Source: an optimization exercise on an open RTL-to-GDS flow (aim: small area and a short achievable clock period). Production flows keep margins and buffers that such runs may drop.
Function was checked by simulation only, so behaviour that the tests miss may differ from the original.
No driver is modelled on the clock port, so clocking that relies on it looks cheaper here than on a real chip.

// tnn_classifier
module tnn_classifier (
    input  logic                                         clk,
    input  logic                                         rst_n,
    input  tnn_pkg::feature_t [tnn_pkg::FEAT_CNT-1:0]    features,
    input  logic                                         features_valid,
    output logic [tnn_pkg::CLASS_BITS-1:0]               prediction,
    output logic                                         prediction_valid
);
clock: 22.0 ns
lec_check: 0
cap_margin: 20
core_margin: 2
core_utilization: 40
hold_slack_margin: 0.05
slew_margin: 20
synth_hierarchical: 1
standard.sh (not shown) runs the stock make flow with config.mk's settings and CLKGATE_MAP_FILE= SYNTH_SCRIPT=/design/flow/synth_recipe.tcl, a recipe that flattens the netlist after the stock synthesis.
==> flow/flow/run.sh <==
#!/bin/bash
# Own layout flow: the standard flow (standard.sh, standard synthesis
# unchanged) with two changes:
#  - ports are buffered with buf_1 cells instead of the default choice;
#  - after clock-tree synthesis, post_cts.tcl delays the clock of the h_q,
#    a_q and m_q registers: useful skew between internal pipeline stages
#    only (the input register x_q and the output registers keep the tree's
#    clock).
# make's full output goes to flow_make.log here; ORFS keeps each step's log
# under orfs/logs.
set -euo pipefail
here=$(pwd)
export BUFFER_PORTS_ARGS="-buffer_cell sky130_fd_sc_hd__buf_1"
export POST_CTS_TCL="$here/flow/post_cts.tcl"
bash standard.sh > "$here/flow_make.log" 2>&1
==> flow/flow/post_cts.tcl <==
# Sourced by ORFS's cts.tcl after clock-tree synthesis (POST_CTS_TCL).
# Useful skew between internal pipeline stages only: the registers h_q, a_q
# and m_q (neither fed by input ports nor feeding output ports) get their
# clock later through delay cells; x_q and the output registers keep the
# tree's clock. The delay cells' strengths are then picked to balance the
# register-to-register stages; hold slack down to -0.35 ns is left to the
# hold repair after global routing, which pads the short paths. The stage
# estimates get a margin for what routing adds to them.
source [file join [file dirname [info script]] skew.tcl]

set_propagated_clock [all_clocks]
set dly sky130_fd_sc_hd__clkdlybuf4s25_1
my_skew_group "h_q*" root 3 $dly sky130_fd_sc_hd__clkbuf_8 8
my_skew_group "a_q*" root 2 $dly sky130_fd_sc_hd__clkbuf_8 8
my_skew_group "m_q*" leaf 1 $dly sky130_fd_sc_hd__clkbuf_4 8
my_skew_cleanup
my_skew_tune2 {h_q* a_q* m_q*} prediction* \
  {sky130_fd_sc_hd__clkdlybuf4s15_1 sky130_fd_sc_hd__clkdlybuf4s18_1 sky130_fd_sc_hd__clkdlybuf4s18_2 sky130_fd_sc_hd__clkdlybuf4s25_1 sky130_fd_sc_hd__clkdlybuf4s25_2 sky130_fd_sc_hd__clkdlybuf4s50_1} \
  -0.35 {0.15 0.1 0.15}
detailed_placement
Other scripts of this flow, unchanged in this note and not shown: flow/flow/skew.tcl
==> next run, changes <==
--- a/flow/flow/post_cts.tcl
+++ b/flow/flow/post_cts.tcl
@@ -6 +6 @@
-# register-to-register stages; hold slack down to -0.35 ns is left to the
+# register-to-register stages; hold slack down to -0.2 ns is left to the
@@ -16,0 +17 @@
+my_clk_leaf_resize prediction* 0.09
@@ -19 +20 @@
-  -0.35 {0.15 0.1 0.15}
+  -0.2 {0.25 0.1 0.2}
CORE_UTILIZATION = 65   (was 40)
PLACE_DENSITY = 0.75   (was not set)
Effect: The changed run ran to the end with no violations. Synthesized area stays the same. Die area decreases by well over a third. Utilization increases by 26 points. Synthesized cell count is unchanged. Wire length goes up by a few percent. Hold slack loses 89 ps. Final area came out lower by a few percent. First-iteration DRC count grows by about a fifth.
==> next run, changes <==
--- a/flow/flow/post_cts.tcl
+++ b/flow/flow/post_cts.tcl
@@ -6 +6 @@
-# register-to-register stages; hold slack down to -0.2 ns is left to the
+# register-to-register stages; hold slack down to -0.3 ns is left to the
@@ -17 +16,0 @@
-my_clk_leaf_resize prediction* 0.09
@@ -20 +19 @@
-  -0.2 {0.25 0.1 0.2}
+  -0.3 {0.3 0.1 0.15}
CORE_UTILIZATION = 40   (was 65)
PLACE_DENSITY = not set   (was 0.75)
What happened:
- The changed run went through all stages and came out clean
- first-iteration DRC count falls by 20%
- hold slack is better by 46 ps
- clock skew rises by 180 ps
- wire length drops by 5.3%
- cell area climbs by 2.2%
==> next run, changes <==
--- a/flow/flow/post_cts.tcl
+++ b/flow/flow/post_cts.tcl
@@ -6 +6 @@
-# register-to-register stages; hold slack down to -0.3 ns is left to the
+# register-to-register stages; hold slack down to -0.45 ns is left to the
@@ -19 +19 @@
-  -0.3 {0.3 0.1 0.15}
+  -0.45 {0.2 0.1 0.15}
The new run passed the timing, design-rule and antenna checks.
Register-to-register slack degrades by 90 ps.
First-iteration DRC count drops by 3.7%.


Starting RTL as in the previous note.
export LEC_CHECK = 0
export CAP_MARGIN = 20
export CORE_MARGIN = 2
export CORE_UTILIZATION = 40
export HOLD_SLACK_MARGIN = 0.05
export SLEW_MARGIN = 20
export SYNTH_HIERARCHICAL = 1
create_clock -name core_clock -period 22.0 [get_ports {clk}]
==> flow/flow/post_cts.tcl <==
# Sourced by ORFS's cts.tcl after clock-tree synthesis (POST_CTS_TCL).
# Useful skew between internal pipeline stages only: the registers h_q, a_q
# and m_q (neither fed by input ports nor feeding output ports) get their
# clock later through delay cells; x_q and the output registers keep the
# tree's clock. The delay cells' strengths are then picked to balance the
# register-to-register stages (hold slack down to -0.4 ns); the short paths
# are then padded by the hold repair and the delays picked again around the
# pads with hold slack kept positive. The stage estimates get a margin for
# what routing adds to them.
source [file join [file dirname [info script]] skew.tcl]

set_propagated_clock [all_clocks]
set dly sky130_fd_sc_hd__clkdlybuf4s25_1
my_skew_group "h_q*" root 3 $dly sky130_fd_sc_hd__clkbuf_8 8
my_skew_group "a_q*" root 2 $dly sky130_fd_sc_hd__clkbuf_8 8
my_skew_group "m_q*" leaf 1 $dly sky130_fd_sc_hd__clkbuf_4 8
my_skew_cleanup
my_skew_tune2 {h_q* a_q* m_q*} prediction* \
  {sky130_fd_sc_hd__clkdlybuf4s15_1 sky130_fd_sc_hd__clkdlybuf4s18_1 sky130_fd_sc_hd__clkdlybuf4s18_2 sky130_fd_sc_hd__clkdlybuf4s25_1 sky130_fd_sc_hd__clkdlybuf4s25_2 sky130_fd_sc_hd__clkdlybuf4s50_1} \
  -0.4 {0.3 0.1 0.15}
# pad the short paths now, with the skew in place, then tune again around
# the pads (the stage estimates now include them)
repair_timing -hold -hold_margin 0.1
my_skew_tune2 {h_q* a_q* m_q*} prediction* \
  {sky130_fd_sc_hd__clkdlybuf4s15_1 sky130_fd_sc_hd__clkdlybuf4s18_1 sky130_fd_sc_hd__clkdlybuf4s18_2 sky130_fd_sc_hd__clkdlybuf4s25_1 sky130_fd_sc_hd__clkdlybuf4s25_2 sky130_fd_sc_hd__clkdlybuf4s50_1} \
  0.05 {0.3 0.1 0.15}
detailed_placement
Scripts as last shown in full above: flow/flow/run.sh
Other scripts of this flow, unchanged in this note and not shown: flow/flow/skew.tcl
Next try:
==> flow/flow/post_cts.tcl (replaced) <==
# Sourced by ORFS's cts.tcl after clock-tree synthesis (POST_CTS_TCL).
# Useful skew between internal pipeline stages only: the registers h_q, a_q
# and m_q (neither fed by input ports nor feeding output ports) get their
# clock later through delay cells; x_q and the output registers keep the
# tree's clock. The delay cells' strengths are then picked to balance the
# register-to-register stages; hold slack down to -0.2 ns is left to the
# hold repair after global routing, which pads the short paths. The stage
# estimates get a margin for what routing adds to them.
source [file join [file dirname [info script]] skew.tcl]

set_propagated_clock [all_clocks]
set dly sky130_fd_sc_hd__clkdlybuf4s25_1
my_skew_group "h_q*" root 3 $dly sky130_fd_sc_hd__clkbuf_8 8
my_skew_group "a_q*" root 2 $dly sky130_fd_sc_hd__clkbuf_8 8
my_skew_group "m_q*" leaf 1 $dly sky130_fd_sc_hd__clkbuf_4 8
my_skew_cleanup
my_clk_leaf_resize prediction* 0.09
my_skew_tune2 {h_q* a_q* m_q*} prediction* \
  {sky130_fd_sc_hd__clkdlybuf4s15_1 sky130_fd_sc_hd__clkdlybuf4s18_1 sky130_fd_sc_hd__clkdlybuf4s18_2 sky130_fd_sc_hd__clkdlybuf4s25_1 sky130_fd_sc_hd__clkdlybuf4s25_2 sky130_fd_sc_hd__clkdlybuf4s50_1} \
  -0.2 {0.25 0.1 0.2}
detailed_placement
Result: Final area went down slightly; worst hold slack is worse by 0.039 ns; synthesized area does not change; global-route usage shrinks by 0.15 points; via count decreases slightly; synthesized cell count is unchanged; worst setup slack gets better by 0.20 ns.

## afterwards: timing with drivers on the ports
No port has a modelled driver above. Below, the same layouts with a new extraction and two added sets of constraints.
Step 1 (the two cells are an assumption about what drives the block):
set clk [get_ports {clk}]
set_driving_cell -lib_cell sky130_fd_sc_hd__clkbuf_16 $clk
set_driving_cell -lib_cell sky130_fd_sc_hd__buf_2 [delete_from_list [all_inputs] $clk]
Step 2, shift: input delay + t, output delay - t, t = (earliest + latest rising clock arrival at the registers) / 2. This alone moves slack from input paths to output paths.
Slacks: ideal ports / drivers / drivers and shift; pairs: ideal ports / drivers.
run	shift t [ns]	setup WS [ns]	clock arrival spread, ns	cell pins on the clock port's net
the first run of note 1	1.256	16.606 / 16.543 / 16.673	1.413 / 1.414	1
the second run of note 1	1.061	16.432 / 16.432 / 16.432	1.196 / 1.196	1
the third run of note 1	1.227	16.603 / 16.541 / 16.645	1.348 / 1.348	1
the fourth run of note 1	1.297	16.560 / 16.544 / 16.560	1.493 / 1.492	1
the first run of note 2	1.285	16.349 / 16.349 / 16.349	1.473 / 1.473	1
the second run of note 2	1.159	16.550 / 16.550 / 16.550	1.276 / 1.277	1
In every run listed the clock reaches the registers at very different times; t lies between them, and the last value is a rough guide only.
